Context: an optimization exercise on an open-source flow, tuned for small area, a short achievable clock period and few clock cycles. The choices shown serve that exercise and are no tape-out recipe. In this exercise RTL edits were held to simulation tests only and were not proved equivalent to the original. Power figures rest on the tool's default switching activity, not on a simulated workload.

==> flow/design.v, too long to show whole: its modules and the start of the top module <==
// module weight_regs: 28 lines
// module window_conv: 768 lines
// module class_argmax: 828 lines
// module cnn_classifier: 48 lines
module cnn_classifier #(
    parameter int NUM_WINDOWS = 10
) (
    input  logic        clk_i,
    input  logic        rst,
    input  logic [15:0] data_i,
    input  logic [7:0]  ctrl_i,    
    output logic [3:0]  class_o,
    output logic        done_o
);
  // ...
==> flow/run.sh <==
#!/bin/bash
# synth_recipe.tcl (not shown) runs the flow's synth.tcl, then flattens the netlist and writes it again
# the make line also repeats each setting of config.mk as NAME=value (left out here)
make -C /OpenROAD-flow-scripts/flow DESIGN_CONFIG=/design/flow/config.mk WORK_HOME=/design/flow/orfs CLKGATE_MAP_FILE= SYNTH_SCRIPT=/design/flow/synth_recipe.tcl finish
==> flow/config.mk <==
export PLATFORM = sky130hd
export DESIGN_NAME = cnn_classifier
export DESIGN_NICKNAME = cnn_classifier
export VERILOG_FILES = /design/flow/design.v
export SDC_FILE = /design/flow/constraint.sdc
export NUM_CORES = 4
export LEC_CHECK = 0
export ABC_CLOCK_PERIOD_IN_PS = 3000
export CAP_MARGIN = 20
export CORE_MARGIN = 2
export CORE_UTILIZATION = 55
export SETUP_SLACK_MARGIN = 5
export SLEW_MARGIN = 20
==> flow/constraint.sdc <==
create_clock -name core_clock -period 13.0 [get_ports {clk_i}]
set_input_delay 2.6000 -clock core_clock [delete_from_list [all_inputs] [get_ports {clk_i}]]
set_output_delay 2.6000 -clock core_clock [all_outputs]
set_load 0.01 [all_outputs]
==> summary.txt, run 1 <==
status: no timing/DRC/antenna violations
uppermost layer routed: met4
Multi-input comb cells: 1782
Top reg by flops: weight_regs_inst.w_o
largest family of logic cells by synthesized area: adder cells
Logic pwr share: 25.6%
Synth Area in Adders: 21.6%
top-area cell type share of the netlist area: 38.9%
number of remaining DRC errors: 0
RSZ-0062 raised after global routing: no
nets@finish: 3608
clock tree sinks: 767
max cap viols: 0
Synth Flop Type: edfxtp_1
met1 Track Usage GR: 38.1%
Net Switching: 2230 µW
Flop pwr share: 41.8%
DP Cell Count: 3978
Pint: 5170 µW
worst setup slack after layout: 8.86 ns
WL final: 99.7 mm
Largest regs: weight_regs_inst.w_o: 456 flops, window_conv_inst.acc_q: 45 flops, window_conv_inst.feat_o: 45 flops
worst setup path start: class_argmax_inst.bn_q[3][1]
Fin. Hold Viols: 0
Top Usage Layer GRT: met2
met1 WL: 42.8 mm
post-synthesis xor/xnor area fraction: 5.56%
num sequential: 767
area fraction in compound gates after synthesis: 9.04%
Synth area leader: edfxtp_1
Seq power: 3090 µW
Comb. pwr: 1890 µW
Crit path depth: 10
buffer share of cell area: 1.67%
number of flip-flops in the largest register: 456
share of post-route cells with drive strength above 1: 7.44%
metal3 WL: 6.57 mm
crit path capture: class_argmax_inst.ps_b_q[16]
# clk buffers: 117
largest cell class by area: registers
Port Buf Inserts: 30
Testbench counts, summed over its fixed seeds: cycles 2,632.
==> run 2, diff against run 1 <==
--- a/flow/config.mk
+++ b/flow/config.mk
@@ -10,4 +10,3 @@
 export CORE_MARGIN = 2
-export CORE_UTILIZATION = 55
-export SETUP_SLACK_MARGIN = 5
+export CORE_UTILIZATION = 40
 export SLEW_MARGIN = 20
==> summary.txt, run 2 <==
CTS tree: yes
WL final: 95.0 mm (-4.8%)
Tcrit/Tclk final: 31.7%
TritonCTS Buffers: 84
crit path max fanout: 13
Die Y: 322 µm
clock power share: 33.1%
syn_area_per_cell: 13.0 µm²
sequential fraction of the synthesis area: 51.0%
clk buf depth: 3
worst slew pin tran: 1.17 ns
hold endpoint: class_argmax_inst.s3_idx_q[3]
hold depth: 0
Pint: 5170 µW (+0.18%)
synthesis-to-finish area growth: 11.7%
number of flops mapped to enable cells by yosys: 522
worst r2r dst: class_argmax_inst.ps_b_q[16]
Rel. slew slack: 20.6%
CP top delay family: adder cells
min Tclk post-route: 4.12 ns
Port Buf Inserts: 30 (unchanged)
Synth area leader: edfxtp_1
Total GRT Usage: 18.7%
drt pass-1 iters: 6
FP Rows: 116
first-pass GRT wire length: 146 mm
commonest cells in the netlist: edfxtp_1, inv_1, fa_1, dfxtp_1, and2_1
Power Density: 164 nW/µm²
clock tree sinks: 767 (unchanged)
status: no timing/DRC/antenna violations
worst vdd ir: 0.124 mV
top-area cell type share of the netlist area: 38.9% (unchanged)
Fin. Hold Viols: 0 (unchanged)
post_cts resized: 0
top-count cell post-synth: edfxtp_1
hold_sp: class_argmax_inst.s2_idx_q[3]
pin count of the biggest net entering global routing: 54
most common cell after layout, fill and taps aside: edfxtp_1
max cap viols: 0 (unchanged)
gpl congestion: 0.892
post-synthesis cell count: 3095
synth top area cells: edfxtp_1, fa_1, dfxtp_1
R2R cell count: 10
slowest stage delay, CP: 0.75 ns
Final setup viols: 0
global route total overflow: 0
post-CTS setup buffers: 0
total power: 7370 µW
WP data required: 13.50 ns
Syn Nets: 3601
Top reg by flops: weight_regs_inst.w_o
synthesized cell area: 40300 µm²
Initial Utilization: 40.3%
R2R setup slack: 8.88 ns
I/O pin count: 31
most used cell, CP: fa_1
clock skew: 0.0676 ns
crit path kind: flip-flop to flip-flop
H-tree Lvls: 3
number of remaining DRC errors: 0 (unchanged)
area of the core: 100000 µm²
DR vias/cell: 5.16
TNS Setup: 0 ns
initial antenna violation count: 1
asr flop ratio synth: 0%
DIE WIDTH: 322 µm
FMAX: 243 MHz
critical path arrival: 4.62 ns
Flop pwr share: 41.8% (about the same)
library cells used by synthesis: 70
worst path bufs/invs: 4
worst hold path class: flip-flop to flip-flop
hold buffer count at CTS: 0
Logic pwr share: 25.1% (-0.5 points)
hpwl dp: 65.8 mm
Ant. Diodes: 0
total number of yosys warnings: 18
number of synthesized register bits: 767
RSZ-0062 raised after global routing: no
nets@finish: 3612 (+0.11%)
worst-path cell chain: clkinv_1 > xnor2_1 > fa_1 > fa_1 > inv_1 > fa_1 > inv_1 > fa_1 > inv_1 > fa_1
vias: 23.1k
die area: 103000 µm²
Largest regs: weight_regs_inst.w_o: 456 flops, window_conv_inst.acc_q: 45 flops, window_conv_inst.feat_o: 45 flops
number of flip-flops in the largest register: 456 (unchanged)
Detail Route Antenna Nets: 0
root buf cell: clkbuf_16
Synth Flop Type: edfxtp_1
final slew viol count: 0
Net Switching: 2200 µW (-1.4%)
RR Startpoint: class_argmax_inst.bn_q[3][1]
LEAKAGE: 0.0173 µW
Worst setup SP type: flip-flop
Worst-Skew Late Latency: 0.68 ns
initial drt markers: 2072
Crit. End Element: flip-flop
Clock Pin Slew Worst Setup and Hold Paths: 0.06 ns
Sw Ratio: 29.8%
share of post-route cells with drive strength above 1: 7.80% (+0.36 points)
CP max-delay cell: dfxtp_1
number of global-route vias before repair: 23.7k
drt wl/cell: 21.2 µm
most frequent cells in the layout: edfxtp_1, inv_1, fa_1
-- run 2: final cells by class --
type	instances	area (µm²)
clock buffer	116	2380
fill	8877	55000
timing repair buffer	90	751
sequential	767	20600
multi-input combinational	1782	17800
clock inverter	42	524
inverter	381	1430
tap	1298	1620
-- run 2: how the worst max path moves through the flow --
| stage | from | end | cells after the start | slack [ns] |
|---|---|---|---|---|
| after detailed placement | class_argmax_inst.bn_q[3][1] | class_argmax_inst.ps_b_q[16] | 10 | 8.92 |
| after floorplan | class_argmax_inst.max_q[2] | class_argmax_inst.max_idx_q[0] | 9 | 9.01 |
| after global routing | class_argmax_inst.bn_q[3][1] | class_argmax_inst.ps_b_q[16] | 10 | 8.73 |
| final | class_argmax_inst.bn_q[3][1] | class_argmax_inst.ps_b_q[16] | 10 | 8.88 |
| after CTS | class_argmax_inst.class_o[3] | class_o[3] | 1 | 8.87 |
| after global placement | class_argmax_inst.bn_q[3][1] | class_argmax_inst.ps_b_q[16] | 10 | 8.94 |
-- run 2: metrics by stage --
step / util (%) / instances / worst slack [ns] / hold WS (ns) / instance area, µm²
2_1_floorplan: - / 3095 / 9.01 / 0.349 / 40300
3_3_place_gp: 42.1 / 4318 / 8.94 / 0.357 / 42100
3_5_place_dp: 42.1 / 4318 / 8.92 / 0.359 / 42100
4_1_cts: 45.0 / 4476 / 8.87 / 0.368 / 45000
5_1_grt: 45.0 / 4476 / 8.73 / 0.382 / 45000
6_report: 45.0 / 4476 / 8.88 / 0.366 / 45000
-- run 2: kinds of logic (layout without fill, tap and decap cells) --
logic type      after synthesis  in the layout  synth area share (%)
simple gates                541            541                  7.31
flops                       767            767                  51.0
buf+inv                     546            629                  5.24
compound gates              498            498                  9.04
xor+xnor                    256            256                  5.56
mux                           7              7                 0.180
fa+ha+maj                   480            480                  21.6
-- run 2: power by group through the flow --
| stage | Combinational (µW) | Clock (µW) | Sequential (µW) |
|---|---|---|---|
| floorplan | 1300 | 0 | 3110 |
| global placement | 1820 | 0 | 3130 |
| detailed placement | 1850 | 0 | 3140 |
| CTS | 1860 | 2490 | 3090 |
| global route | 2100 | 2580 | 3110 |
| finish | 1850 | 2440 | 3080 |
-- run 2: routing by layer --
metal  vias to the layer above  share of wire (%)  global-route usage, %
met3                       178                6.2                   3.39
li1                      10600                  -                      -
met5                         -              0.014                      0
met2                       722                 45                   29.4
met1                     11600                 45                   25.8
met4                         2                3.8                   6.96
==> run 3, diff against run 2 <==
--- a/flow/config.mk
+++ b/flow/config.mk
@@ -7,3 +7,2 @@
 export LEC_CHECK = 0
-export ABC_CLOCK_PERIOD_IN_PS = 3000
 export CAP_MARGIN = 20
==> summary.txt, run 3 <==
final slew viol count: 0 (unchanged)
worst hold path class: flip-flop to flip-flop
initial drt markers: 2072 (unchanged)
CP max-delay cell: dfxtp_1
pin count of the biggest net entering global routing: 54 (unchanged)
non-filler cells, final: 4476 (unchanged)
commonest cells in the netlist: edfxtp_1, inv_1, fa_1, dfxtp_1, and2_1
synthesized cell area: 40300 µm² (unchanged)
RR Startpoint: class_argmax_inst.bn_q[3][1]
sequential fraction of the synthesis area: 51.0% (unchanged)
vias: 23.1k (unchanged)
crit path capture: class_argmax_inst.ps_b_q[16]
slowest stage delay, CP: 0.75 ns (about the same)
DR vias/cell: 5.16 (unchanged)
top-area cell type share of the netlist area: 38.9% (unchanged)
CP top delay family: adder cells
clock tree sinks: 767 (unchanged)
worst slew pin tran: 1.17 ns (unchanged)
Worst setup SP type: flip-flop
number of synthesized register bits: 767 (unchanged)
TNS Setup: 0 ns (unchanged)
Crit. End Element: flip-flop
hold buffer count at CTS: 0 (unchanged)
I/O pin count: 31 (unchanged)
worst r2r dst: class_argmax_inst.ps_b_q[16]
Tcrit/Tclk final: 31.7% (unchanged)
H-tree Lvls: 3 (unchanged)
min Tclk post-route: 4.12 ns (unchanged)
clock skew: 0.0676 ns (unchanged)
die area: 103000 µm² (unchanged)
worst vdd ir: 0.124 mV (unchanged)
drt wl/cell: 21.2 µm (unchanged)
post-synthesis cell count: 3095 (unchanged)
Multi-input gate area: 17800 µm² (unchanged)
number of global-route vias before repair: 23.7k (unchanged)
first-pass GRT wire length: 146 mm (unchanged)
WP data required: 13.50 ns (about the same)
clk buf depth: 3 (unchanged)
Worst-Skew Late Latency: 0.68 ns (about the same)
Synth Flop Type: edfxtp_1
LEAKAGE: 0.0173 µW (unchanged)
nets@finish: 3612 (unchanged)
Die Y: 322 µm (unchanged)
max cap viols: 0 (unchanged)
RSZ-0062 raised after global routing: no
CTS tree: yes
Ant. Diodes: 0 (unchanged)
library cells used by synthesis: 70 (unchanged)
Clock Pin Slew Worst Setup and Hold Paths: 0.06 ns (about the same)
most used cell, CP: fa_1
Crit path depth: 10 (unchanged)
R2R cell count: 10 (unchanged)
Initial Utilization: 40.3% (unchanged)
most frequent cells in the layout: edfxtp_1, inv_1, fa_1
post-CTS setup buffers: 0 (unchanged)
number of remaining DRC errors: 0 (unchanged)
critical path arrival: 4.62 ns (about the same)
gpl congestion: 0.892 (unchanged)
Total GRT Usage: 18.7% (unchanged)
FMAX: 243 MHz (unchanged)
asr flop ratio synth: 0% (unchanged)
Rel. slew slack: 20.6% (unchanged)
WL final: 95.0 mm (unchanged)
synth top area cells: edfxtp_1, fa_1, dfxtp_1
syn_area_per_cell: 13.0 µm² (unchanged)
global route total overflow: 0 (unchanged)
share of post-route cells with drive strength above 1: 7.80% (unchanged)
Detail Route Antenna Nets: 0 (unchanged)
DP Cell Count: 4318 (unchanged)
hpwl dp: 65.8 mm (unchanged)
Synth area leader: edfxtp_1
Port Buf Inserts: 30 (unchanged)
status: no timing/DRC/antenna violations
top-count cell post-synth: edfxtp_1
area of the core: 100000 µm² (unchanged)
most common cell after layout, fill and taps aside: edfxtp_1
R2R setup slack: 8.88 ns (about the same)
total number of yosys warnings: 18 (unchanged)
register area: 20600 µm² (unchanged)
Syn Nets: 3601 (unchanged)
Fin. Hold Viols: 0 (unchanged)
worst path bufs/invs: 4 (unchanged)
crit path kind: flip-flop to flip-flop
drt pass-1 iters: 6 (unchanged)
crit path max fanout: 13 (unchanged)
number of flops mapped to enable cells by yosys: 522 (unchanged)
Power Density: 164 nW/µm² (unchanged)
worst setup path start: class_argmax_inst.bn_q[3][1]
number of flip-flops in the largest register: 456 (unchanged)
Final setup viols: 0 (unchanged)
DIE WIDTH: 322 µm (unchanged)
root buf cell: clkbuf_16
Largest regs: weight_regs_inst.w_o: 456 flops, window_conv_inst.acc_q: 45 flops, window_conv_inst.feat_o: 45 flops
TritonCTS Buffers: 84 (unchanged)
initial antenna violation count: 1 (unchanged)
FP Rows: 116 (unchanged)
Top reg by flops: weight_regs_inst.w_o
FILL cells: 8877 (unchanged)
worst-path cell chain: clkinv_1 > xnor2_1 > fa_1 > fa_1 > inv_1 > fa_1 > inv_1 > fa_1 > inv_1 > fa_1
post_cts resized: 0 (unchanged)
synthesis-to-finish area growth: 11.7% (unchanged)
==> run 3: cell counts in the layout (fill, tap and decap cells not counted) <==
Identical to the previous run, type by type.
==> run 3: per-layer routing <==
metal	vias to the layer above	wire (µm)	track usage [%]	share of wire, %
li1	10600	-	-	-
met4	2	3590	6.96	3.8
met2	722	43100	29.4	45
met3	178	5910	3.39	6.2
met1	11600	42300	25.8	45
met5	-	13	0	0.014
==> run 3: worst min-delay path by stage <==
stage                                             start                            end  slack (ns)  cells past startpoint
after global placement    class_argmax_inst.s2_idx_q[3]  class_argmax_inst.s3_idx_q[3]        0.36                      0
after floorplan           class_argmax_inst.s2_idx_q[3]  class_argmax_inst.s3_idx_q[3]        0.35                      0
after global routing      class_argmax_inst.s2_idx_q[3]  class_argmax_inst.s3_idx_q[3]        0.38                      0
after CTS                 class_argmax_inst.s2_idx_q[3]  class_argmax_inst.s3_idx_q[3]        0.37                      0
after detailed placement  class_argmax_inst.s2_idx_q[3]  class_argmax_inst.s3_idx_q[3]        0.36                      0
final                     class_argmax_inst.s2_idx_q[3]  class_argmax_inst.s3_idx_q[3]        0.37                      0
==> run 3: final cells by class <==
class                   count  share of cell area (%)
multi-input cells        1782                    39.4
well taps                1298                    3.61
clock inverters            42                    1.16
repair buffers             90                    1.67
clock buffers             116                    5.28
flip-flops and latches    767                    45.7
inverters                 381                    3.18
==> run 3: stage by stage <==
| step | worst slack [ns] | hold WS, ns | instance area (µm²) | utilization, % | power (µW) |
|---|---|---|---|---|---|
| after floorplan | 9.01 | 0.349 | 40300 | - | 4410 |
| after global placement | 8.94 | 0.357 | 42100 | 42.1 | 4950 |
| after detailed placement | 8.92 | 0.359 | 42100 | 42.1 | 4980 |
| after CTS | 8.87 | 0.368 | 45000 | 45.0 | 7430 |
| after global routing | 8.73 | 0.382 | 45000 | 45.0 | 7800 |
| final | 8.88 | 0.366 | 45000 | 45.0 | 7370 |
==> run 3: kinds of logic after synthesis <==
kind of cell,after synthesis,synth area share [%]
flip-flops,767,51.0
buffers and inverters,546,5.24
AND/OR/NAND/NOR,541,7.31
AO/OA/AOI/OAI,498,9.04
adder cells (fa/ha/maj),480,21.6
XOR/XNOR,256,5.56
multiplexers,7,0.180
==> run 3: power breakdown <==
part           internal (µW)  switching [µW]  total, µW
combinational            764            1080       1850
sequential              2970             110       3080
clock                   1440            1000       2440
total                   5170            2200       7370
==> run 4, diff against run 3 <==
==> flow/flow/run.sh (new file) <==
#!/bin/bash
# The standard layout, with timing repair aiming at a setup slack of 8.5 ns
# (a shorter critical path than the 13 ns clock needs). Constraints unchanged.
set -euo pipefail
bash standard.sh finish SETUP_SLACK_MARGIN=8.5 > standard_flow.log 2>&1
==> flow/standard.sh (new file) <==
#!/bin/bash
# synth_recipe.tcl (not shown) runs the flow's synth.tcl, then flattens the netlist and writes it again
# the make line also repeats each setting of config.mk as NAME=value (left out here)
make -C /OpenROAD-flow-scripts/flow DESIGN_CONFIG=/design/flow/config.mk WORK_HOME=/design/flow/orfs CLKGATE_MAP_FILE= SYNTH_SCRIPT=/design/flow/synth_recipe.tcl "${@:-finish}"
removed: flow/run.sh
==> summary.txt, run 4 <==
asr flop ratio synth: 0% (unchanged)
Port Buf Inserts: 30 (unchanged)
Clock Pin Slew Worst Setup and Hold Paths: 0.06 ns (about the same)
share of post-route cells with drive strength above 1: 7.80% (unchanged)
post_cts resized: 0 (unchanged)
Rel. slew slack: 20.6% (unchanged)
FP Rows: 116 (unchanged)
number of global-route vias before repair: 23.7k (unchanged)
I/O pin count: 31 (unchanged)
worst hold path class: flip-flop to flip-flop
design area: 45000 µm² (unchanged)
worst path bufs/invs: 4 (unchanged)
number of flip-flops in the largest register: 456 (unchanged)
Worst-Skew Late Latency: 0.68 ns (about the same)
pin count of the biggest net entering global routing: 54 (unchanged)
status: no timing/DRC/antenna violations
number of flops mapped to enable cells by yosys: 522 (unchanged)
worst setup slack after layout: 8.88 ns (unchanged)
Net Switching: 2200 µW (unchanged)
RSZ-0062 raised after global routing: no
Multi-input gate area: 17800 µm² (unchanged)
Ant. Diodes: 0 (unchanged)
sequential fraction of the synthesis area: 51.0% (unchanged)
slowest stage delay, CP: 0.75 ns (about the same)
post-CTS setup buffers: 0 (unchanged)
worst-path cell chain: clkinv_1 > xnor2_1 > fa_1 > fa_1 > inv_1 > fa_1 > inv_1 > fa_1 > inv_1 > fa_1
total number of yosys warnings: 18 (unchanged)
drt wl/cell: 21.2 µm (unchanged)
post-synthesis cell count: 3095 (unchanged)
register area: 20600 µm² (unchanged)
WP data required: 13.50 ns (about the same)
CP top delay family: adder cells
Fin. Hold Viols: 0 (unchanged)
crit path max fanout: 13 (unchanged)
most common cell after layout, fill and taps aside: edfxtp_1
Detail Route Antenna Nets: 0 (unchanged)
Synth area leader: edfxtp_1
Crit. End Element: flip-flop
TNS Setup: 0 ns (unchanged)
clock tree sinks: 767 (unchanged)
critical path arrival: 4.62 ns (about the same)
DR vias/cell: 5.16 (unchanged)
syn_area_per_cell: 13.0 µm² (unchanged)
hpwl dp: 65.8 mm (unchanged)
worst vdd ir: 0.124 mV (unchanged)
Worst setup SP type: flip-flop
pre-CTS WS: 8.92 ns (unchanged)
Top reg by flops: weight_regs_inst.w_o
WL final: 95.0 mm (unchanged)
Tcrit/Tclk final: 31.7% (unchanged)
final slew viol count: 0 (unchanged)
H-tree Lvls: 3 (unchanged)
clk buf depth: 3 (unchanged)
gpl congestion: 0.892 (unchanged)
Final setup viols: 0 (unchanged)
synth top area cells: edfxtp_1, fa_1, dfxtp_1
area of the core: 100000 µm² (unchanged)
DIE WIDTH: 322 µm (unchanged)
Power Density: 164 nW/µm² (unchanged)
most used cell, CP: fa_1
hold buffer count at CTS: 0 (unchanged)
Pint: 5170 µW (unchanged)
TritonCTS Buffers: 84 (unchanged)
global route total overflow: 0 (unchanged)
max cap viols: 0 (unchanged)
CP max-delay cell: dfxtp_1
most frequent cells in the layout: edfxtp_1, inv_1, fa_1
nets@finish: 3612 (unchanged)
initial drt markers: 2072 (unchanged)
LEAKAGE: 0.0173 µW (unchanged)
CTS tree: yes
Flop pwr share: 41.8% (about the same)
Syn Nets: 3601 (unchanged)
Largest regs: weight_regs_inst.w_o: 456 flops, window_conv_inst.acc_q: 45 flops, window_conv_inst.feat_o: 45 flops
root buf cell: clkbuf_16
clock skew: 0.0676 ns (unchanged)
drt pass-1 iters: 6 (unchanged)
Initial Utilization: 40.3% (unchanged)
Total GRT Usage: 18.7% (unchanged)
post-layout util: 45.0% (unchanged)
Sw Ratio: 29.8% (unchanged)
number of remaining DRC errors: 0 (unchanged)
Synth Flop Type: edfxtp_1
DP Area: 42100 µm² (unchanged)
die area: 103000 µm² (unchanged)
top-area cell type share of the netlist area: 38.9% (unchanged)
top-count cell post-synth: edfxtp_1
commonest cells in the netlist: edfxtp_1, inv_1, fa_1, dfxtp_1, and2_1
library cells used by synthesis: 70 (unchanged)
FMAX: 243 MHz (unchanged)
worst slew pin tran: 1.17 ns (unchanged)
total power: 7370 µW (unchanged)
Die Y: 322 µm (unchanged)
Logic pwr share: 25.1% (about the same)
min Tclk post-route: 4.12 ns (unchanged)
vias: 23.1k (unchanged)
FILL cells: 8877 (unchanged)
number of synthesized register bits: 767 (unchanged)
first-pass GRT wire length: 146 mm (unchanged)
initial antenna violation count: 1 (unchanged)
crit path kind: flip-flop to flip-flop
clock power share: 33.1% (about the same)
synthesized cell area: 40300 µm² (unchanged)
synthesis-to-finish area growth: 11.7% (unchanged)
[run 4: cell counts after synthesis]
Identical to the previous run, type by type.
[run 4: worst paths after layout]
kind,endpoint,slack (ns),startpoint,cells after the start
setup / recovery,class_argmax_inst.ps_b_q[16],8.88,class_argmax_inst.bn_q[3][1],10
hold / removal,class_argmax_inst.s3_idx_q[3],0.37,class_argmax_inst.s2_idx_q[3],0
setup reg to reg,class_argmax_inst.ps_b_q[16],8.88,class_argmax_inst.bn_q[3][1],10
hold reg to reg,class_argmax_inst.s3_idx_q[3],0.37,class_argmax_inst.s2_idx_q[3],0
[run 4: through the flow]
step	hold slack [ns]	std cells
finish	0.366	4476
global route	0.382	4476
CTS	0.368	4476
detailed placement	0.359	4318
global placement	0.357	4318
floorplan	0.349	3095
[run 4: power groups by stage]
stage / combinational (µW) / clock, µW / sequential [µW]
finish: 1850 / 2440 / 3080
global route: 2100 / 2580 / 3110
CTS: 1860 / 2490 / 3090
detailed placement: 1850 / 0 / 3140
global placement: 1820 / 0 / 3130
floorplan: 1300 / 0 / 3110
[run 4: final cells by class]
class | count | share of cell area [%]
clock buffer | 116 | 5.28
clock inverter | 42 | 1.16
inverter | 381 | 3.18
multi-input combinational | 1782 | 39.4
sequential | 767 | 45.7
tap | 1298 | 3.61
timing repair buffer | 90 | 1.67
[run 4: logic make-up (layout without fill, tap and decap cells)]
| family | after synthesis | after routing | synth area share, % |
|---|---|---|---|
| AOI/OAI and AO/OA | 498 | 498 | 9.04 |
| adders and majority gates | 480 | 480 | 21.6 |
| muxes | 7 | 7 | 0.180 |
| and+or+nand+nor | 541 | 541 | 7.31 |
| buffers and inverters | 546 | 629 | 5.24 |
| DFF | 767 | 767 | 51.0 |
| xor gates and xnor gates | 256 | 256 | 5.56 |
[run 4: metal layers]
layer | routed length (µm) | track usage (%) | vias to the layer above | part of all wire (%)
met5 | 13 | 0 | - | 0.014
met4 | 3590 | 6.96 | 2 | 3.8
met3 | 5910 | 3.39 | 178 | 6.2
met2 | 43100 | 29.4 | 722 | 45
met1 | 42300 | 25.8 | 11600 | 45
li1 | - | - | 10600 | -
==> run 5, diff against run 4 <==
==> flow/flow/run.sh (replaced) <==
#!/bin/bash
# The standard layout, with timing repair aiming at a setup slack of 9.5 ns
# (a shorter critical path than the 13 ns clock needs). Constraints unchanged.
set -euo pipefail
bash standard.sh finish SETUP_SLACK_MARGIN=9.5 > standard_flow.log 2>&1
==> summary.txt, run 5 <==
worst vdd ir: 0.119 mV (-4.2%)
DIE WIDTH: 322 µm (unchanged)
synth top area cells: edfxtp_1, fa_1, dfxtp_1
Ant. Diodes: 0 (unchanged)
total power: 7250 µW (-1.6%)
crit path max fanout: 5 (-8)
clock power share: 32.1% (-1.0 points)
number of flip-flops in the largest register: 456 (unchanged)
area of the core: 100000 µm² (unchanged)
final slew viol count: 0 (unchanged)
clock skew: 0.0492 ns (-0.0184 ns)
worst slew pin tran: 1.13 ns (-0.0465 ns)
Top reg by flops: weight_regs_inst.w_o
Synth area leader: edfxtp_1
H-tree Lvls: 3 (unchanged)
post-synthesis cell count: 3095 (unchanged)
top-count cell post-synth: edfxtp_1
Sw Ratio: 30.2% (+0.39 points)
Total GRT Usage: 19.3% (+0.65 points)
most common cell after layout, fill and taps aside: edfxtp_1
Final setup viols: 0 (unchanged)
TNS Setup: 0 ns (unchanged)
number of global-route vias before repair: 24.9k (+4.8%)
Synth Flop Type: edfxtp_1
DR vias/cell: 5.21 (+0.97%)
Pint: 5060 µW (-2.2%)
Fin. Hold Viols: 0 (unchanged)
asr flop ratio synth: 0% (unchanged)
library cells used by synthesis: 70 (unchanged)
max cap viols: 0 (unchanged)
number of flops mapped to enable cells by yosys: 522 (unchanged)
Rel. slew slack: 24.6% (+4.0 points)
FP Rows: 116 (unchanged)
post-layout util: 46.3% (+1.3 points)
Clock Pin Slew Worst Setup and Hold Paths: 0.06 ns (about the same)
initial drt markers: 2167 (+4.6%)
Initial Utilization: 40.3% (unchanged)
synthesis-to-finish area growth: 14.8%
top-area cell type share of the netlist area: 38.9% (unchanged)
Worst-Skew Late Latency: 0.66 ns (-0.02 ns)
Logic pwr share: 25.4% (+0.3 points)
nets@finish: 3695 (+2.3%)
clock tree sinks: 767 (unchanged)
Detail Route Antenna Nets: 0 (unchanged)
drt wl/cell: 21.6 µm (+1.9%)
Crit. End Element: flip-flop
most frequent cells in the layout: edfxtp_1, inv_1, fa_1
critical path arrival: 4.22 ns (-0.40 ns)
sequential fraction of the synthesis area: 51.0% (unchanged)
worst setup slack after layout: 9.30 ns (+0.419 ns)
drt pass-1 iters: 8 (+2)
WL final: 98.5 mm (+3.8%)
Largest regs: weight_regs_inst.w_o: 456 flops, window_conv_inst.acc_q: 45 flops, window_conv_inst.feat_o: 45 flops
pre-CTS WS: 8.91 ns (-0.0127 ns)
Flop pwr share: 42.6% (+0.8 points)
root buf cell: clkbuf_16
commonest cells in the netlist: edfxtp_1, inv_1, fa_1, dfxtp_1, and2_1
number of remaining DRC errors: 0 (unchanged)
I/O pin count: 31 (unchanged)
status: no timing/DRC/antenna violations
pin count of the biggest net entering global routing: 50 (-7.4%)
WP data required: 13.51 ns (about the same)
syn_area_per_cell: 13.0 µm² (unchanged)
total number of yosys warnings: 18 (unchanged)
clk buf depth: 3 (unchanged)
Tcrit/Tclk final: 28.5% (-3.2 points)
Net Switching: 2190 µW (-0.35%)
hold buffer count at CTS: 0 (unchanged)
synthesized cell area: 40300 µm² (unchanged)
vias: 23.8k (+2.8%)
R2R setup slack: 9.30 ns (+0.42 ns)
Die Y: 322 µm (unchanged)
RSZ-0062 raised after global routing: yes
Worst setup SP type: flip-flop
CTS tree: yes
hpwl dp: 66.3 mm (+0.63%)
worst hold path class: flip-flop to flip-flop
initial antenna violation count: 1 (unchanged)
crit path kind: flip-flop to flip-flop
first-pass GRT wire length: 151 mm (+3.7%)
hold_ws: 0.362 ns (-0.00429 ns)
LEAKAGE: 0.0177 µW (+2.4%)
TritonCTS Buffers: 84 (unchanged)
min Tclk post-route: 3.70 ns (-0.419 ns)
Syn Nets: 3601 (unchanged)
FMAX: 270 MHz (+11%)
die area: 103000 µm² (unchanged)
gpl congestion: 0.916 (+2.6%)
Port Buf Inserts: 30 (unchanged)
global route total overflow: 0 (unchanged)
number of synthesized register bits: 767 (unchanged)
share of post-route cells with drive strength above 1: 16.7% (+8.9 points)
Power Density: 157 nW/µm² (-4.3%)
[run 5: area by class of cell]
type                    instances  area [µm²]
clock buffers                 112        2320
clock inverters                45         407
fillers                      8766       53700
inverters                     381        1440
multi-input cells            1782       18400
flip-flops and latches        767       20700
well taps                    1298        1620
repair buffers                173        1450
[run 5: through the flow]
| step | std cells | instance area [µm²] |
|---|---|---|
| floorplan | 3095 | 40400 |
| global placement | 4319 | 42100 |
| detailed placement | 4319 | 42100 |
| CTS | 4543 | 46000 |
| global route | 4558 | 46300 |
| finish | 4558 | 46300 |
[run 5: logic make-up (layout without fill, tap and decap cells)]
| group | count (synthesis) | in the layout | share of synthesized area, % |
|---|---|---|---|
| AND/OR/NAND/NOR | 541 | 541 | 7.31 |
| flip-flops | 767 | 767 | 51.0 |
| XOR/XNOR | 256 | 256 | 5.56 |
| multiplexers | 7 | 7 | 0.180 |
| buffers and inverters | 546 | 711 | 5.24 |
| AO/OA/AOI/OAI | 498 | 498 | 9.04 |
| adder cells (fa/ha/maj) | 480 | 480 | 21.6 |
[run 5: critical path: stages (launching register included)]
cell      delay (ns)
edfxtp_1        0.49
buf_4           0.19
buf_6           0.11
a22oi_2         0.22
xor2_2          0.19
fa_2            0.47
fa_2            0.54
inv_2           0.04
fa_2            0.32
inv_2           0.06
fa_1            0.42
inv_2           0.08
fa_2            0.42
[run 5: power groups by stage]
| stage | clock, µW | sequential (µW) | combinational [µW] |
|---|---|---|---|
| 5_1_grt | 2460 | 3120 | 2090 |
| 2_1_floorplan | 0 | 3110 | 1300 |
| 4_1_cts | 2370 | 3090 | 1850 |
| 3_5_place_dp | 0 | 3140 | 1830 |
| 6_report | 2320 | 3090 | 1840 |
| 3_3_place_gp | 0 | 3140 | 1810 |
[run 5: worst paths after layout]
path,startpoint,endpoint,depth (start not counted)
min reg2reg,class_argmax_inst.s2_idx_q[3],class_argmax_inst.s3_idx_q[3],0
min,class_argmax_inst.s2_idx_q[3],class_argmax_inst.s3_idx_q[3],0
max reg2reg,window_conv_inst.feat_o[5],class_argmax_inst.ps_b_q[7],12
max,window_conv_inst.feat_o[5],class_argmax_inst.ps_b_q[7],12
[run 5: routing by layer]
layer	part of all wire, %	wire length [µm]	global-route usage [%]
met1	44	43400	26.5
met2	47	45900	31.3
met3	6.2	6080	3.05
met4	3.2	3200	6.59
met5	0	0	0
[run 5: timing repair]
item                                   4_1_cts  5_1_grt
pin swaps                                   72       30
setup buffers                               67       14
endpoints found under the hold margin        0        0
setup endpoints to repair                   48       33
resized for setup                          213       56
==> run 6, diff against run 5 <==
--- a/flow/config.mk
+++ b/flow/config.mk
@@ -10,2 +10,4 @@
 export CORE_UTILIZATION = 40
+export CTS_CLUSTER_DIAMETER = 80
+export CTS_CLUSTER_SIZE = 25
 export SLEW_MARGIN = 20
==> summary.txt, run 6 <==
Synth Area in Simple Gates: 7.31% (unchanged)
Worst setup SP type: flip-flop
Synth area leader: edfxtp_1
post-synthesis xor/xnor area fraction: 5.56% (unchanged)
global route total overflow: 0 (unchanged)
Syn Nets: 3601 (unchanged)
largest family of logic cells by synthesized area: adder cells
FILL cells: 8865 (+1.1%)
final slew viol count: 0 (unchanged)
Ant. Diodes: 0 (unchanged)
LEAKAGE: 0.0170 µW (-3.8%)
Final setup viols: 0 (unchanged)
worst vdd ir: 0.104 mV (-12%)
clock skew: 0.0389 ns (-0.0103 ns)
Clock Pin Slew Worst Setup and Hold Paths: 0.10 ns (+0.04 ns)
slowest stage delay, CP: 0.53 ns (about the same)
Initial Utilization: 40.3% (unchanged)
drt pass-1 iters: 5 (-3)
TritonCTS Buffers: 43 (-49%)
Largest regs: weight_regs_inst.w_o: 456 flops, window_conv_inst.acc_q: 45 flops, window_conv_inst.feat_o: 45 flops
number of flip-flops in the largest register: 456 (unchanged)
initial antenna violation count: 4 (+3)
clock tree sinks: 767 (unchanged)
DR vias/cell: 5.21 (about the same)
library cells used by synthesis: 70 (unchanged)
total number of yosys warnings: 18 (unchanged)
drt wl/cell: 21.6 µm (about the same)
Power Density: 143 nW/µm² (-8.5%)
Multi-input gate area: 18400 µm² (+0.11%)
crit path max fanout: 5 (unchanged)
number of flops mapped to enable cells by yosys: 522 (unchanged)
synth top area cells: edfxtp_1, fa_1, dfxtp_1
synthesized cell area: 40300 µm² (unchanged)
Synth Area in Adders: 21.6% (unchanged)
post-layout util: 44.9% (-1.4 points)
clk buf depth: 3 (unchanged)
hpwl dp: 66.3 mm (unchanged)
Die Y: 322 µm (unchanged)
most common cell after layout, fill and taps aside: edfxtp_1
sequential fraction of the synthesis area: 51.0% (unchanged)
vias: 23.3k (-1.9%)
Top reg by flops: weight_regs_inst.w_o
most frequent cells in the layout: edfxtp_1, inv_1, fa_1
initial drt markers: 2129 (-1.8%)
area of the core: 100000 µm² (unchanged)
worst-path cell chain: buf_4 > a22oi_2 > xor2_1 > fa_2 > inv_2 > fa_2 > fa_2 > inv_2 > fa_1 > inv_1 > fa_1
FMAX: 272 MHz (+0.73%)
Fin. Hold Viols: 0 (unchanged)
Port Buf Inserts: 30 (unchanged)
synthesis-to-finish area growth: 11.4%
die area: 103000 µm² (unchanged)
FP Rows: 116 (unchanged)
post-synthesis cell count: 3095 (unchanged)
syn_area_per_cell: 13.0 µm² (unchanged)
CP max-delay cell: edfxtp_1
CTS tree: yes
worst path bufs/invs: 4 (-1)
commonest cells in the netlist: edfxtp_1, inv_1, fa_1, dfxtp_1, and2_1
register area: 20700 µm² (about the same)
Tcrit/Tclk final: 28.3% (-0.21 points)
first-pass GRT wire length: 149 mm (-1.3%)
I/O pin count: 31 (unchanged)
DIE WIDTH: 322 µm (unchanged)
critical path arrival: 4.17 ns (-0.05 ns)
number of synthesized register bits: 767 (unchanged)
RSZ-0062 raised after global routing: yes
nets@finish: 3647 (-1.3%)
area fraction in compound gates after synthesis: 9.04% (unchanged)
max cap viols: 0 (unchanged)
CP top delay family: adder cells
WL final: 96.8 mm (-1.8%)
Rel. slew slack: 24.9% (+0.30 points)
Detail Route Antenna Nets: 0 (unchanged)
root buf cell: clkbuf_16
number of remaining DRC errors: 0 (unchanged)
Worst-Skew Late Latency: 0.63 ns (-0.03 ns)
Synth Flop Type: edfxtp_1
top-count cell post-synth: edfxtp_1
asr flop ratio synth: 0% (unchanged)
H-tree Lvls: 2 (-1)
min Tclk post-route: 3.68 ns (-0.0269 ns)
TNS Setup: 0 ns (unchanged)
share of post-route cells with drive strength above 1: 15.0% (-1.7 points)
WP data required: 13.49 ns (-0.02 ns)
pin count of the biggest net entering global routing: 50 (unchanged)
number of global-route vias before repair: 24.2k (-2.6%)
worst hold path class: flip-flop to flip-flop
design area: 44900 µm² (-3.0%)
status: no timing/DRC/antenna violations
gpl congestion: 0.916 (unchanged)
worst slew pin tran: 1.12 ns (-0.00449 ns)
most used cell, CP: fa_2
crit path kind: flip-flop to flip-flop
Crit. End Element: flip-flop
Total GRT Usage: 19.0% (-0.33 points)
DP Area: 42100 µm² (unchanged)
multiplexer share of the synthesized area: 0.180% (unchanged)
top-area cell type share of the netlist area: 38.9% (unchanged)
run 6: metal layers:
| metal | vias up | share of wire, % | GRT usage [%] |
|---|---|---|---|
| li1 | 10600 | - | - |
| met1 | 11800 | 45 | 26.7 |
| met2 | 735 | 47 | 31.3 |
| met3 | 132 | 5.8 | 2.22 |
| met4 | 0 | 2.5 | 5.11 |
| met5 | - | 0 | 0 |
run 6: kinds of logic after synthesis:
group,Yosys count
XOR/XNOR,256
multiplexers,7
adder cells (fa/ha/maj),480
AND/OR/NAND/NOR,541
buffers and inverters,546
AO/OA/AOI/OAI,498
flip-flops,767
run 6: worst paths after layout:
check / cells after the start / end / slack (ns) / startpoint
worst max-delay path: 11 / class_argmax_inst.ps_b_q[15] / 9.32 / window_conv_inst.feat_o[13]
worst min-delay path: 0 / class_argmax_inst.s3_idx_q[3] / 0.37 / class_argmax_inst.s2_idx_q[3]
worst min register to register: 0 / class_argmax_inst.s3_idx_q[3] / 0.37 / class_argmax_inst.s2_idx_q[3]
worst max register to register: 11 / class_argmax_inst.ps_b_q[15] / 9.32 / window_conv_inst.feat_o[13]
run 6: cell type report:
| cell class | count | area share (%) |
|---|---|---|
| clock buffer | 60 | 2.56 |
| timing repair buffer | 166 | 3.10 |
| inverter | 381 | 3.20 |
| clock inverter | 18 | 0.524 |
| multi-input combinational | 1782 | 41.0 |
| sequential | 767 | 46.0 |
| tap | 1298 | 3.62 |
run 6: repair_timing:
item / in CTS / in global routing
endpoints found under the setup margin: 51 / 34
endpoints found under the hold margin: 0 / 0
pin swaps: 73 / 42
resized for setup: 214 / 54
hold buffers: 0 / 0
buffers inserted: 67 / 7
run 6: power breakdown:
group	leakage, µW	switching [µW]	internal (µW)	total [µW]
sequential	0.00703	115	2970	3080
combinational	0.00934	1080	760	1840
clock	0.000673	850	661	1510
run 6: stage by stage:
stage	hold slack [ns]	setup WS, ns	total power, µW	cells
after detailed placement	0.355	8.91	4980	4319
after global placement	0.354	8.96	4940	4319
after CTS	0.369	9.29	6490	4464
after floorplan	0.349	9.50	4410	3095
final	0.367	9.32	6430	4472
after global routing	0.385	9.20	6840	4472
==> run 7, diff against run 6 <==
--- a/flow/config.mk
+++ b/flow/config.mk
@@ -9,5 +9,6 @@
 export CORE_MARGIN = 2
-export CORE_UTILIZATION = 40
-export CTS_CLUSTER_DIAMETER = 80
-export CTS_CLUSTER_SIZE = 25
+export CORE_UTILIZATION = 60
+export CTS_CLUSTER_DIAMETER = 100
+export CTS_CLUSTER_SIZE = 30
+export PLACE_DENSITY = 0.7
 export SLEW_MARGIN = 20
==> summary.txt, run 7 <==
initial drt markers: 2418 (+14%)
post-synthesis cell count: 3095 (unchanged)
crit path kind: flip-flop to output pin
worst path bufs/invs: 1 (-3)
global route total overflow: 0 (unchanged)
library cells used by synthesis: 70 (unchanged)
I/O pin count: 31 (unchanged)
synthesized cell area: 40300 µm² (unchanged)
asr flop ratio synth: 0% (unchanged)
pin count of the biggest net entering global routing: 55 (+10%)
area of the core: 66800 µm² (-33%)
CP max-delay cell: dfxtp_2
FMAX: 267 MHz (-1.9%)
Fin. Hold Viols: 0 (unchanged)
WL final: 95.4 mm (-1.4%)
LEAKAGE: 0.0167 µW (-1.8%)
Rel. slew slack: 17.4% (-7.5 points)
drt pass-1 iters: 6 (+1)
Top reg by flops: weight_regs_inst.w_o
number of flip-flops in the largest register: 456 (unchanged)
DIE WIDTH: 263 µm (-18%)
first-pass GRT wire length: 148 mm (-0.67%)
worst-path cell chain: buf_6
top-count cell post-synth: edfxtp_1
number of remaining DRC errors: 0 (unchanged)
Power Density: 141 nW/µm² (-1.7%)
CP top delay family: flip-flops
Synth area leader: edfxtp_1
syn_area_per_cell: 13.0 µm² (unchanged)
Tcrit/Tclk final: 28.8% (+0.54 points)
root buf cell: clkbuf_16
total power: 6190 µW (-3.9%)
final slew viol count: 0 (unchanged)
clk buf depth: 3 (unchanged)
initial antenna violation count: 1 (-3)
Pint: 4200 µW (-4.2%)
most common cell after layout, fill and taps aside: edfxtp_1
gpl congestion: 0.918 (+0.20%)
Die Y: 263 µm (-18%)
most frequent cells in the layout: edfxtp_1, inv_1, fa_1
hpwl dp: 66.0 mm (-0.45%)
Syn Nets: 3601 (unchanged)
status: no timing/DRC/antenna violations
crit path max fanout: 2 (-3)
top-area cell type share of the netlist area: 38.9% (unchanged)
H-tree Lvls: 1 (-1)
number of synthesized register bits: 767 (unchanged)
worst hold path class: flip-flop to flip-flop
max cap viols: 0 (unchanged)
Final setup viols: 0 (unchanged)
Ant. Diodes: 0 (unchanged)
Detail Route Antenna Nets: 0 (unchanged)
Flop pwr share: 49.8% (+1.9 points)
DR vias/cell: 5.94 (+14%)
Worst-Skew Late Latency: 0.69 ns (+0.06 ns)
TNS Setup: 0 ns (unchanged)
Clock Pin Slew Worst Setup and Hold Paths: 0.11 ns (about the same)
Initial Utilization: 60.4% (+20 points)
drt wl/cell: 23.8 µm (+9.8%)
synthesis-to-finish area growth: 8.98%
Port Buf Inserts: 30 (unchanged)
sequential fraction of the synthesis area: 51.0% (unchanged)
Logic pwr share: 30.6% (+2.0 points)
WP data required: 10.40 ns (-3.09 ns)
clock tree sinks: 767 (unchanged)
CTS tree: yes
FP Rows: 95 (-18%)
RSZ-0062 raised after global routing: yes
Worst setup SP type: flip-flop
commonest cells in the netlist: edfxtp_1, inv_1, fa_1, dfxtp_1, and2_1
Sw Ratio: 32.1% (+0.23 points)
worst vdd ir: 0.128 mV (+22%)
die area: 69300 µm² (-33%)
worst slew pin tran: 1.23 ns (+0.108 ns)
Largest regs: weight_regs_inst.w_o: 456 flops, window_conv_inst.acc_q: 45 flops, window_conv_inst.feat_o: 45 flops
clock skew: 0.0623 ns (+0.0234 ns)
synth top area cells: edfxtp_1, fa_1, dfxtp_1
min Tclk post-route: 3.75 ns (+0.0699 ns)
clock power share: 19.6% (-3.9 points)
TritonCTS Buffers: 30 (-30%)
number of flops mapped to enable cells by yosys: 522 (unchanged)
share of post-route cells with drive strength above 1: 14.0% (-0.96 points)
total number of yosys warnings: 18 (unchanged)
Total GRT Usage: 28.0% (+9.0 points)
Synth Flop Type: edfxtp_1
Crit. End Element: output pin
number of global-route vias before repair: 25.2k (+4.0%)
vias: 23.9k (+2.4%)
Net Switching: 1980 µW (-3.2%)
critical path arrival: 1.15 ns (-3.02 ns)
nets@finish: 3623 (-0.66%)
slowest stage delay, CP: 0.34 ns (-0.19 ns)
[run 7: changes by cell type in the layout (fill, tap and decap cells not counted), sizes merged]
cell    previous run  this run
inv              394       379
buf              141       129
clkbuf            60        52
a21boi             3         4
clkinv             3         4
[run 7: kinds of logic (layout without fill, tap and decap cells)]
logic type,count (synthesis),in the layout,share of synthesized area (%)
DFF,767,767,51.0
buffers and inverters,546,591,5.24
and+or+nand+nor,541,541,7.31
AOI/OAI and AO/OA,498,499,9.04
adders and majority gates,480,480,21.6
xor gates and xnor gates,256,256,5.56
muxes,7,7,0.180
[run 7: worst paths after layout]
| path | startpoint | to | slack (ns) | depth (start not counted) |
|---|---|---|---|---|
| max | class_argmax_inst.class_o[2] | class_o[2] | 9.25 | 1 |
| min | class_argmax_inst.s2_idx_q[2] | class_argmax_inst.s3_idx_q[2] | 0.36 | 0 |
| max reg2reg | window_conv_inst.feat_o[2] | class_argmax_inst.ps_b_q[7] | 9.34 | 9 |
| min reg2reg | class_argmax_inst.s2_idx_q[2] | class_argmax_inst.s3_idx_q[2] | 0.36 | 0 |
[run 7: layout make-up]
| cell class | count | area, µm² |
|---|---|---|
| Clock buffer | 52 | 865 |
| Clock inverter | 4 | 76.3 |
| Fill cell | 4895 | 22900 |
| Inverter | 381 | 1440 |
| Multi-Input combinational cell | 1783 | 18500 |
| Sequential cell | 767 | 20700 |
| Tap cell | 873 | 1090 |
| Timing Repair Buffer | 154 | 1310 |
[run 7: layer usage]
| layer | up-vias | wire (µm) | GRT usage [%] |
|---|---|---|---|
| met2 | 870 | 46600 | 47.0 |
| li1 | 10500 | - | - |
| met1 | 12300 | 39300 | 38.7 |
| met3 | 162 | 6200 | 3.19 |
| met5 | - | 0 | 0 |
| met4 | 0 | 3280 | 8.93 |
[run 7: what timing repair did]
item                                    4_1_cts  5_1_grt
gates cloned                                  1        0
pin swaps                                    51       69
setup buffers                                59       10
endpoints found under the setup margin       57       43
resized for setup                           164      132
hold buffers                                  0        0
[run 7: power by group through the flow]
stage	registers (µW)	logic (µW)	clock network, µW
after floorplan	3110	1300	0
after global placement	3130	1800	0
after detailed placement	3140	1860	0
after CTS	3090	1870	1230
after global routing	3110	2110	1310
final	3080	1890	1210
[run 7: per-stage QoR]
stage / instance area (µm²) / hold slack, ns / std cells / setup WS [ns] / utilization (%)
2_1_floorplan: 40400 / 0.349 / 3095 / 9.50 / -
3_3_place_gp: 41500 / 0.357 / 3888 / 8.81 / 62.2
3_5_place_dp: 41600 / 0.362 / 3888 / 8.79 / 62.2
4_1_cts: 43400 / 0.372 / 4004 / 9.22 / 64.9
5_1_grt: 43900 / 0.383 / 4014 / 9.22 / 65.8
6_report: 43900 / 0.361 / 4014 / 9.25 / 65.8
==> run 8, diff against run 7 <==
--- a/flow/config.mk
+++ b/flow/config.mk
@@ -9,6 +9,5 @@
 export CORE_MARGIN = 2
-export CORE_UTILIZATION = 60
+export CORE_UTILIZATION = 40
 export CTS_CLUSTER_DIAMETER = 100
 export CTS_CLUSTER_SIZE = 30
-export PLACE_DENSITY = 0.7
 export SLEW_MARGIN = 20
==> summary.txt, run 8 <==
Ant. Diodes: 0 (unchanged)
Die Y: 322 µm (+22%)
crit path kind: flip-flop to output pin
met2 Usage GRT: 31.0% (-16 points)
design area: 44500 µm² (+1.4%)
FP Rows: 116 (+22%)
commonest cells in the netlist: edfxtp_1, inv_1, fa_1, dfxtp_1, and2_1
clock tree sinks: 767 (unchanged)
worst path bufs/invs: 1 (unchanged)
largest family of logic cells by synthesized area: adder cells
RR Startpoint: window_conv_inst.feat_o[3]
Worst-Skew Late Latency: 0.63 ns (-0.06 ns)
initial drt markers: 2037 (-16%)
synthesis-to-finish area growth: 10.5%
hold_sp: class_argmax_inst.s2_idx_q[3]
WL final: 96.8 mm (+1.5%)
worst setup path start: class_argmax_inst.class_o[3]
hpwl dp: 66.3 mm (+0.45%)
DIE WIDTH: 322 µm (+22%)
hold buffer count at CTS: 0 (unchanged)
DR vias/cell: 5.23 (-12%)
drt wl/cell: 21.8 µm (-8.4%)
pin count of the biggest net entering global routing: 50 (-9.1%)
CTS tree: yes
top-area cell type share of the netlist area: 38.9% (unchanged)
total number of yosys warnings: 18 (unchanged)
Power Density: 140 nW/µm² (-0.52%)
worst slew pin tran: 1.12 ns (-0.116 ns)
clk buf depth: 3 (unchanged)
Top Usage Layer GRT: met2
synthesized cell area: 40300 µm² (unchanged)
sequential fraction of the synthesis area: 51.0% (unchanged)
Crit. End Element: output pin
Fin. Hold Viols: 0 (unchanged)
met3 Usage GRT: 2.11% (-1.1 points)
Initial Utilization: 40.3% (-20 points)
synth top area cells: edfxtp_1, fa_1, dfxtp_1
TNS Setup: 0 ns (unchanged)
slowest stage delay, CP: 0.34 ns (about the same)
drt pass-1 iters: 10 (+4)
Synth area leader: edfxtp_1
Rel. slew slack: 25.4% (+8.0 points)
FMAX: 273 MHz (+2.3%)
final slew viol count: 0 (unchanged)
area of the core: 100000 µm² (+50%)
max cap viols: 0 (unchanged)
initial antenna violation count: 3 (+2)
Synth Area in Simple Gates: 7.31% (unchanged)
post-synthesis cell count: 3095 (unchanged)
top-count cell post-synth: edfxtp_1
Synth Area in Adders: 21.6% (unchanged)
crit path max fanout: 2 (unchanged)
Largest regs: weight_regs_inst.w_o: 456 flops, window_conv_inst.acc_q: 45 flops, window_conv_inst.feat_o: 45 flops
worst hold path class: flip-flop to flip-flop
multiplexer share of the synthesized area: 0.180% (unchanged)
Tcrit/Tclk final: 28.2% (-0.65 points)
Total GRT Usage: 19.0% (-9.0 points)
I/O pin count: 31 (unchanged)
worst vdd ir: 0.0959 mV (-25%)
CP top delay family: flip-flops
met1 Track Usage GR: 26.8% (-12 points)
Synth Flop Type: edfxtp_1
gpl congestion: 0.916 (-0.20%)
critical path arrival: 1.06 ns (-0.09 ns)
clock skew: 0.0391 ns (-0.0232 ns)
syn_area_per_cell: 13.0 µm² (unchanged)
LEAKAGE: 0.0168 µW (+0.56%)
nets@finish: 3627 (+0.11%)
vias: 23.3k (-2.5%)
post-synthesis xor/xnor area fraction: 5.56% (unchanged)
min Tclk post-route: 3.66 ns (-0.0848 ns)
RSZ-0062 raised after global routing: yes
number of remaining DRC errors: 0 (unchanged)
number of synthesized register bits: 767 (unchanged)
global route total overflow: 0 (unchanged)
Detail Route Antenna Nets: 0 (unchanged)
Top reg by flops: weight_regs_inst.w_o
share of post-route cells with drive strength above 1: 14.5% (+0.49 points)
Syn Nets: 3601 (unchanged)
status: no timing/DRC/antenna violations
worst-path cell chain: buf_6
Clock Pin Slew Worst Setup and Hold Paths: 0.11 ns (about the same)
die area: 103000 µm² (+49%)
post-layout util: 44.5% (-21 points)
number of global-route vias before repair: 24.2k (-4.2%)
most frequent cells in the layout: edfxtp_1, inv_1, fa_1
library cells used by synthesis: 70 (unchanged)
first-pass GRT wire length: 149 mm (+0.50%)
most common cell after layout, fill and taps aside: edfxtp_1
area fraction in compound gates after synthesis: 9.04% (unchanged)
Worst setup SP type: flip-flop
number of flops mapped to enable cells by yosys: 522 (unchanged)
number of flip-flops in the largest register: 456 (unchanged)
TritonCTS Buffers: 34 (+13%)
asr flop ratio synth: 0% (unchanged)
root buf cell: clkbuf_16
Port Buf Inserts: 30 (unchanged)
WP data required: 10.40 ns (about the same)
DP Area: 42100 µm² (+1.4%)
H-tree Lvls: 2 (+1)
CP max-delay cell: dfxtp_2
Final setup viols: 0 (unchanged)
==> run 8: cell counts after synthesis <==
Identical to the previous run, type by type.
==> run 8: what timing repair did <==
item / in CTS / in global routing
endpoints found under the setup margin: 52 / 34
setup buffers: 58 / 5
resized for setup: 218 / 59
pin swaps: 72 / 48
==> run 8: layout make-up <==
class,count,area (µm²)
multi-input cells,1782,18400
clock buffers,49,917
clock inverters,12,158
flip-flops and latches,767,20700
repair buffers,155,1310
well taps,1298,1620
fillers,8914,55500
inverters,381,1440
==> run 8: metrics by stage <==
step | hold slack [ns] | total power (µW) | cells | setup WS, ns
floorplan | 0.349 | 4410 | 3095 | 9.50
global placement | 0.354 | 4940 | 4319 | 8.96
detailed placement | 0.355 | 4980 | 4319 | 8.91
CTS | 0.371 | 6290 | 4438 | 9.30
global route | 0.386 | 6640 | 4444 | 9.27
finish | 0.371 | 6240 | 4444 | 9.34
==> run 8: cells by family (layout without fill, tap and decap cells) <==
group	count (synthesis)	in the layout
AOI/OAI and AO/OA	498	498
xor gates and xnor gates	256	256
adders and majority gates	480	480
buffers and inverters	546	597
DFF	767	767
muxes	7	7
and+or+nand+nor	541	541
==> run 8: report_power, final <==
| part | leakage, µW | internal [µW] | switching, µW | total, µW |
|---|---|---|---|---|
| clock | 0.000517 | 526 | 794 | 1320 |
| sequential | 0.00703 | 2960 | 115 | 3080 |
| combinational | 0.00928 | 760 | 1080 | 1840 |
==> run 8: path summary, 6_finish.rpt <==
check | end | slack, ns | cells after the start
hold reg to reg | class_argmax_inst.s3_idx_q[3] | 0.37 | 0
setup / recovery | class_o[3] | 9.34 | 1
hold / removal | class_argmax_inst.s3_idx_q[3] | 0.37 | 0
setup reg to reg | class_argmax_inst.ps_b_q[10] | 9.34 | 12
==> run 8: metal layers <==
metal	vias up	wire [µm]
met5	-	0
met4	0	2730
met3	135	5240
met2	712	45200
met1	11800	43600
li1	10600	-
==> run 9, diff against run 8 <==
--- a/flow/flow/run.sh
+++ b/flow/flow/run.sh
@@ -4,2 +4,2 @@
 set -euo pipefail
-bash standard.sh finish SETUP_SLACK_MARGIN=9.5 > standard_flow.log 2>&1
+bash standard.sh finish SETUP_SLACK_MARGIN=9.5 ADDER_MAP_FILE= > standard_flow.log 2>&1
==> summary.txt, run 9 <==
hold buffer count at CTS: 0 (unchanged)
number of flip-flops in the largest register: 456 (unchanged)
Die Y: 329 µm (+2.2%)
clock skew: 0.0508 ns (+0.0116 ns)
DIE WIDTH: 329 µm (+2.2%)
worst slew pin tran: 1.10 ns (-0.0176 ns)
library cells used by synthesis: 85 (+21%)
min Tclk post-route: 3.63 ns (-0.0300 ns)
FMAX: 275 MHz (+0.83%)
FILL cells: 9850 (+11%)
Syn Nets: 3888 (+8.0%)
first-pass GRT wire length: 155 mm (+4.0%)
CTS tree: yes
max cap viols: 0 (unchanged)
worst hold path class: flip-flop to flip-flop
worst path bufs/invs: 1 (unchanged)
pin count of the biggest net entering global routing: 52 (+4.0%)
worst vdd ir: 0.0893 mV (-6.9%)
drt pass-1 iters: 6 (-4)
clock tree sinks: 767 (unchanged)
Total GRT Usage: 18.4% (-0.56 points)
sequential fraction of the synthesis area: 48.8% (-2.2 points)
Crit. End Element: output pin
number of remaining DRC errors: 0 (unchanged)
I/O pin count: 31 (unchanged)
number of synthesized register bits: 767 (unchanged)
Power Density: 152 nW/µm² (+8.3%)
hpwl dp: 69.6 mm (+5.0%)
die area: 108000 µm² (+4.5%)
Worst-Skew Late Latency: 0.61 ns (-0.02 ns)
Fin. Hold Viols: 0 (unchanged)
top-count cell post-synth: xnor2_1
Rel. slew slack: 26.6% (+1.2 points)
root buf cell: clkbuf_16
number of global-route vias before repair: 26.1k (+8.1%)
total number of yosys warnings: 18 (unchanged)
vias: 27.6k (+19%)
final slew viol count: 0 (unchanged)
Worst setup SP type: flip-flop
Top reg by flops: weight_regs_inst.w_o
non-filler cells, final: 5210 (+17%)
TNS Setup: 0 ns (unchanged)
clk buf depth: 3 (unchanged)
top-area cell type share of the netlist area: 37.2% (-1.7 points)
register area: 20600 µm² (-0.16%)
Multi-input gate area: 20700 µm² (+12%)
most common cell after layout, fill and taps aside: xnor2_1
area of the core: 105000 µm² (+5.0%)
TritonCTS Buffers: 36 (+5.9%)
Detail Route Antenna Nets: 0 (unchanged)
slowest stage delay, CP: 0.34 ns (about the same)
worst-path cell chain: buf_6
commonest cells in the netlist: xnor2_1, edfxtp_1, nand2_1, maj3_1, xor2_1
status: no timing/DRC/antenna violations
share of post-route cells with drive strength above 1: 5.87% (-8.7 points)
Ant. Diodes: 0 (unchanged)
synth top area cells: edfxtp_1, xnor2_1, dfxtp_1
WP data required: 10.40 ns (about the same)
synthesized cell area: 42200 µm² (+4.6%)
WL final: 101 mm (+4.0%)
gpl congestion: 0.872 (-4.7%)
crit path kind: flip-flop to output pin
RSZ-0062 raised after global routing: yes
nets@finish: 3818 (+5.3%)
asr flop ratio synth: 0% (unchanged)
FP Rows: 119 (+2.6%)
Clock Pin Slew Worst Setup and Hold Paths: 0.11 ns (about the same)
syn_area_per_cell: 10.9 µm² (-16%)
drt wl/cell: 19.3 µm (-11%)
number of flops mapped to enable cells by yosys: 522 (unchanged)
post-synthesis cell count: 3862 (+25%)
CP top delay family: flip-flops
Port Buf Inserts: 30 (unchanged)
global route total overflow: 0 (unchanged)
initial antenna violation count: 2 (-1)
DP Cell Count: 5136 (+19%)
Tcrit/Tclk final: 27.9% (-0.23 points)
CP max-delay cell: dfxtp_2
Largest regs: weight_regs_inst.w_o: 456 flops, window_conv_inst.acc_q: 45 flops, window_conv_inst.feat_o: 45 flops
DR vias/cell: 5.30 (+1.3%)
Initial Utilization: 40.2% (-0.15 points)
crit path max fanout: 2 (unchanged)
LEAKAGE: 0.0145 µW (-14%)
Synth area leader: edfxtp_1
synthesis-to-finish area growth: 7.39%
Synth Flop Type: edfxtp_1
initial drt markers: 2518 (+24%)
H-tree Lvls: 2 (unchanged)
critical path arrival: 1.03 ns (-0.03 ns)
most frequent cells in the layout: xnor2_1, edfxtp_1, nand2_1
Final setup viols: 0 (unchanged)
[run 9: path summary, 6_finish.rpt]
check / start / end / slack (ns) / cells past startpoint
worst max-delay path: class_argmax_inst.class_o[0] / class_o[0] / 9.37 / 1
worst min-delay path: class_argmax_inst.s2_idx_q[3] / class_argmax_inst.s3_idx_q[3] / 0.37 / 0
worst max register to register: window_conv_inst.acc_q[1][0] / window_conv_inst.acc_q[1][13] / 9.67 / 11
worst min register to register: class_argmax_inst.s2_idx_q[3] / class_argmax_inst.s3_idx_q[3] / 0.37 / 0
[run 9: cells by family (layout without fill, tap and decap cells)]
kind of cell    after synthesis  in the layout  synth area share, %
xor+xnor                   1005           1005                 21.1
simple gates                844            847                 8.83
flops                       767            767                 48.8
compound gates              668            668                 11.4
fa+ha+maj                   292            292                 6.94
buf+inv                     271            225                 2.55
mux                          15             15                0.368
[run 9: through the flow]
step / area, µm² / util, % / power, µW / hold slack [ns] / setup slack, ns
final: 45300 / 43.1 / 6870 / 0.367 / 9.37
after CTS: 45200 / 43.0 / 6920 / 0.370 / 9.33
after detailed placement: 43900 / 41.8 / 5530 / 0.355 / 8.75
after global routing: 45300 / 43.1 / 7290 / 0.381 / 9.31
after global placement: 43900 / 41.8 / 5490 / 0.354 / 8.76
after floorplan: 42200 / - / 5010 / 0.349 / 9.67
[run 9: layout make-up]
type	instances	area share, %
tap	1391	3.84
multi-input combinational	2827	45.7
sequential	767	45.5
clock inverter	15	0.489
inverter	68	0.564
clock buffer	50	2.15
timing repair buffer	92	1.69
[run 9: per-layer routing]
layer | part of all wire, % | wire (µm) | track usage, %
met1 | 47 | 47300 | 26.1
met2 | 46 | 46000 | 30.1
met3 | 5.0 | 5020 | 1.97
met4 | 2.4 | 2430 | 4.73
met5 | 0 | 0 | 0
[run 9: what timing repair did]
item / CTS / global route
setup buffers: 5 / 1
pin swaps: 3 / 5
endpoints found under the setup margin: 34 / 54
resized for setup: 35 / 33
cloned: 1 / 2
[run 9: power breakdown]
part / leakage (µW) / switching [µW] / total [µW] / internal (µW)
Combinational: 0.00690 / 1300 / 2290 / 989
Sequential: 0.00701 / 226 / 3180 / 2960
Clock: 0.000574 / 822 / 1390 / 570

## re-timing with driven ports
Ports are ideal in the flow. The routed layouts listed here were re-timed in OpenROAD.
Step 1 assumes that a clkbuf_16 drives the clock port and a buf_2 every other input.
Step 2 moves the port delays by t, midway between the first and last clock arrival at a register: inputs arrive t later, outputs are due t later. That takes back most of the time a late clock gives input paths.
a / b / c = ideal / step 1 / step 2; a / b = the first two.
run	t (ns)	slack for setup (ns)	worst slew at a driven data input, ns
run 1	0.683	8.855 / 8.802 / 8.855	0.04
run 2	0.707	8.877 / 8.852 / 8.877	0.04
run 3	0.707	8.877 / 8.852 / 8.877	0.04
run 4	0.707	8.877 / 8.852 / 8.877	0.04
run 5	0.698	9.296 / 9.287 / 9.296	0.04
run 6	0.688	9.322 / 9.259 / 9.322	0.04
run 7	0.729	9.253 / 9.190 / 9.337	0.03
run 8	0.680	9.337 / 9.264 / 9.343	0.04
run 9	0.652	9.367 / 9.303 / 9.510	0.04
After both steps setup and hold are still met in every run listed.
